This design comes from an exercise in tuning for small area, a short achievable clock period and few clock cycles per item on the open sky130 flow, not from production work. Where RTL was checked, it was by simulation tests only, not by an equivalence proof against the original.

// axi_slave_mem
module axi_slave_mem #(
    parameter int ADDR_WIDTH = 32,
    parameter int DATA_WIDTH = 32,
    parameter int MEM_DEPTH  = 64
) (
    input  logic                    aclk,
    input  logic                    arst,
    input  logic [3:0]              awid,
    input  logic [ADDR_WIDTH-1:0]   awaddr,
    input  logic [3:0]              awlen,
    input  logic [2:0]              awsize,
    input  logic [1:0]              awburst,
    input  logic [1:0]              awlock,
    input  logic [1:0]              awcache,
    input  logic [1:0]              awprot,
    input  logic                    awvalid,
    output logic                    awready,
    input  logic [3:0]              wid,
    input  logic [DATA_WIDTH-1:0]   wdata,
    input  logic [DATA_WIDTH/8-1:0] wstrb,
    input  logic                    wlast,
    input  logic                    wvalid,
    output logic                    wready,
    output logic [3:0]              bid,
    output logic [1:0]              bresp,
    output logic                    bvalid,
    input  logic                    bready,
    input  logic [3:0]              arid,
    input  logic [ADDR_WIDTH-1:0]   araddr,
    input  logic [3:0]              arlen,
    input  logic [2:0]              arsize,
    input  logic [1:0]              arburst,
    input  logic [1:0]              arlock,
    input  logic [1:0]              arcache,
    input  logic [1:0]              arprot,
    input  logic                    arvalid,
    output logic                    arready,
    output logic [3:0]              rid,
    output logic [DATA_WIDTH-1:0]   rdata,
    output logic [1:0]              rresp,
    output logic                    rlast,
    output logic                    rvalid,
    input  logic                    rready
);
For scale: roughly 5,300 cells after synthesis, ~200 I/O pins, roughly 91,000 um^2 of cells after synthesis.
clock: 8.0 ns
lec_check: 0
cap_margin: 20
core_margin: 2
core_utilization: 25
place_density: 0.35
setup_slack_margin: 5
slew_margin: 20
synth_memory_max_bits: 16384
run.sh (not shown) runs the stock make flow with config.mk's settings and CLKGATE_MAP_FILE= SYNTH_SCRIPT=/design/flow/synth_recipe.tcl, a recipe that flattens the netlist after the stock synthesis.
Testbench counts at the start, summed over its fixed seeds: cycles 22,070, beats 28,664.
Then changed:
--- a/flow/design.v
+++ b/flow/design.v
@@ -115,23 +115,23 @@
             2'b10:   n.lo = (s.lo & ~mask) | (sum[10:0] & mask);
             default: n.lo = s.lo;
         endcase
         n.cnt = s.cnt + 4'd1;
         advance = n;
     endfunction
     logic unused_ok;
     assign unused_ok = ^{awlock, awcache, awprot,
                          arlock, arcache, arprot};
     logic [MEM_DEPTH-1:0][DATA_WIDTH-1:0] mem;
     logic [MEM_DEPTH-1:0]  vld;
-    logic                  m_we;
+    logic                  m_we;         
     logic [IDX_W-1:0]      m_widx;
     logic [BYTES-1:0]      m_strb;
     logic [DATA_WIDTH-1:0] m_wdat;
     always_ff @(posedge aclk or negedge arst) begin
         if (!arst) vld <= '0;
         else if (m_we) vld[m_widx] <= 1'b1;
     end
     for (genvar g = 0; g < MEM_DEPTH; g++) begin : g_word
         for (genvar b = 0; b < BYTES; b++) begin : g_byte
             always_ff @(posedge aclk)
                 if (m_we && m_widx == IDX_W'(g) && (m_strb[b] || !vld[g]))
@@ -146,31 +146,27 @@
     logic       bq0_e, bq1_e;
     bst_t       aw_in, ws;       
     logic       aw_hs, w_hs, ws_last, w_berr, b_push, b_pop;
     assign aw_in  = load(awaddr, awlen, awsize, awburst, awid);
     assign aw_hs  = awvalid && aw_rdy;
     assign w_hs   = wvalid && w_rdy;
     assign ws      = wc_v ? wc : aw_in;
     assign ws_last = last(ws);
     assign w_berr  = (wlast != ws_last) || (wid != ws.id) || oor(ws);
     assign b_push  = w_hs && ws_last;
     assign b_pop   = bq0_v && bready;
-    always_ff @(posedge aclk or negedge arst) begin
-        if (!arst) m_we <= 1'b0;
-        else       m_we <= w_hs && !oor(ws);
-    end
-    always_ff @(posedge aclk) begin
-        m_widx <= ws.lo[LSB +: IDX_W];
-        m_strb <= wstrb;
-        for (int b = 0; b < BYTES; b++)
-            m_wdat[b*8 +: 8] <= wstrb[b] ? wdata[b*8 +: 8] : 8'd0;
+    assign m_we   = w_hs && !oor(ws);
+    assign m_widx = ws.lo[LSB +: IDX_W];
+    assign m_strb = wstrb;
+    for (genvar b = 0; b < BYTES; b++) begin : g_wdat
+        assign m_wdat[b*8 +: 8] = wstrb[b] ? wdata[b*8 +: 8] : 8'd0;
     end
     bst_t wc_n, wp_n;
     logic wc_vn, wp_vn, bq0_vn, bq1_vn;
     logic [3:0] bq0_idn, bq1_idn;
     logic bq0_en, bq1_en;
     logic ws_err;
     always_comb begin
         wc_n  = wc;
         wc_vn = wc_v;
         wp_n  = wp;
         wp_vn = wp_v;
@@ -261,24 +257,26 @@
     logic                  o_v, o_last, o_err;
     logic [3:0]            o_id;
     logic [DATA_WIDTH-1:0] o_data;
     assign ar_in = load(araddr, arlen, arsize, arburst, arid);
     assign ar_hs = arvalid && ar_rdy;
     assign fetch = rc_v && (!o_v || rready);
     assign r_oor = oor(rc);
     logic [MEM_DEPTH-1:0]  r_sel;
     logic [DATA_WIDTH-1:0] r_data;
     always_comb begin
         r_data = '0;
-        for (int i = 0; i < MEM_DEPTH; i++)
-            r_data = r_data | (mem[i] & {DATA_WIDTH{r_sel[i]}});
+        for (int i = 0; i < MEM_DEPTH; i++) begin
+            r_sel[i] = vld[i] && !r_oor && (rc.lo[LSB +: IDX_W] == IDX_W'(i));
+            r_data   = r_data | (mem[i] & {DATA_WIDTH{r_sel[i]}});
+        end
     end
     bst_t rc_n, rp_n;
     logic rc_vn, rp_vn;
     always_comb begin
         rc_n  = rc;
         rc_vn = rc_v;
         rp_n  = rp;
         rp_vn = rp_v;
         if (fetch) begin
             if (last(rc)) begin
                 if (rp_v) begin
@@ -310,25 +308,22 @@
         end else begin
             rc_v   <= rc_vn;
             rp_v   <= rp_vn;
             ar_rdy <= !rp_vn;
             if (fetch)       o_v <= 1'b1;
             else if (rready) o_v <= 1'b0;
         end
     end
     always_ff @(posedge aclk) begin
         rc <= rc_n;
         rp <= rp_n;
-        for (int i = 0; i < MEM_DEPTH; i++)
-            r_sel[i] <= vld[i] && !oor(rc_n) &&
-                        (rc_n.lo[LSB +: IDX_W] == IDX_W'(i));
         if (fetch) begin
             o_id   <= rc.id;
             o_last <= last(rc);
             o_err  <= rc.err || r_oor;
             o_data <= r_data;
         end
     end
     assign arready = ar_rdy;
     assign rvalid  = o_v;
     assign rid    = o_id;
     assign rlast  = o_last;
Via count climbs by 3.6%.
Synthesized area shrinks by 2.4%.
Critical path depth falls by 1.
Worst setup slack degrades by 160 ps.
First-iteration DRC count goes up by 9.7%.
Register-to-register slack got worse by 90 ps.
Worst hold slack is better by 6.8 ps.
Clock skew goes up by 19 ps.
Function not checked in the second run of this note: the RTL went through the layout flow alone.

## what the ideal ports hide
No port has a modelled driver above. Below, the same layouts with a new extraction and two added sets of constraints.
Step 1, drivers: a clkbuf_16 drives aclk and a buf_2 each remaining input, both assumed.
Step 2 adds t to the input delays and takes it off the output delays; t is the mean of the earliest and latest rising clock arrival at the registers after step 1. Input paths then give back, and output paths get back, about the clock's delay inside the block.
Three values: ideal ports, drivers, drivers and shift; two values: the first two.
run | shift t [ns] | slack for setup (ns) | hold slack, ns | worst setup path at the end | clock arrival spread, ns
the first run | 1.024 | 4.345 / 4.397 / 3.389 | 0.414 / 0.414 / 0.414 | input to register | 0.051 / 0.051
the second run | 1.014 | 4.181 / 4.256 / 3.242 | 0.421 / 0.421 / 0.421 | input to register | 0.066 / 0.066
After both steps every run listed still meets setup and hold. For the first run, which loses most, drivers alone change the setup slack by +0.052 ns; drivers and shift together by -0.956 ns.
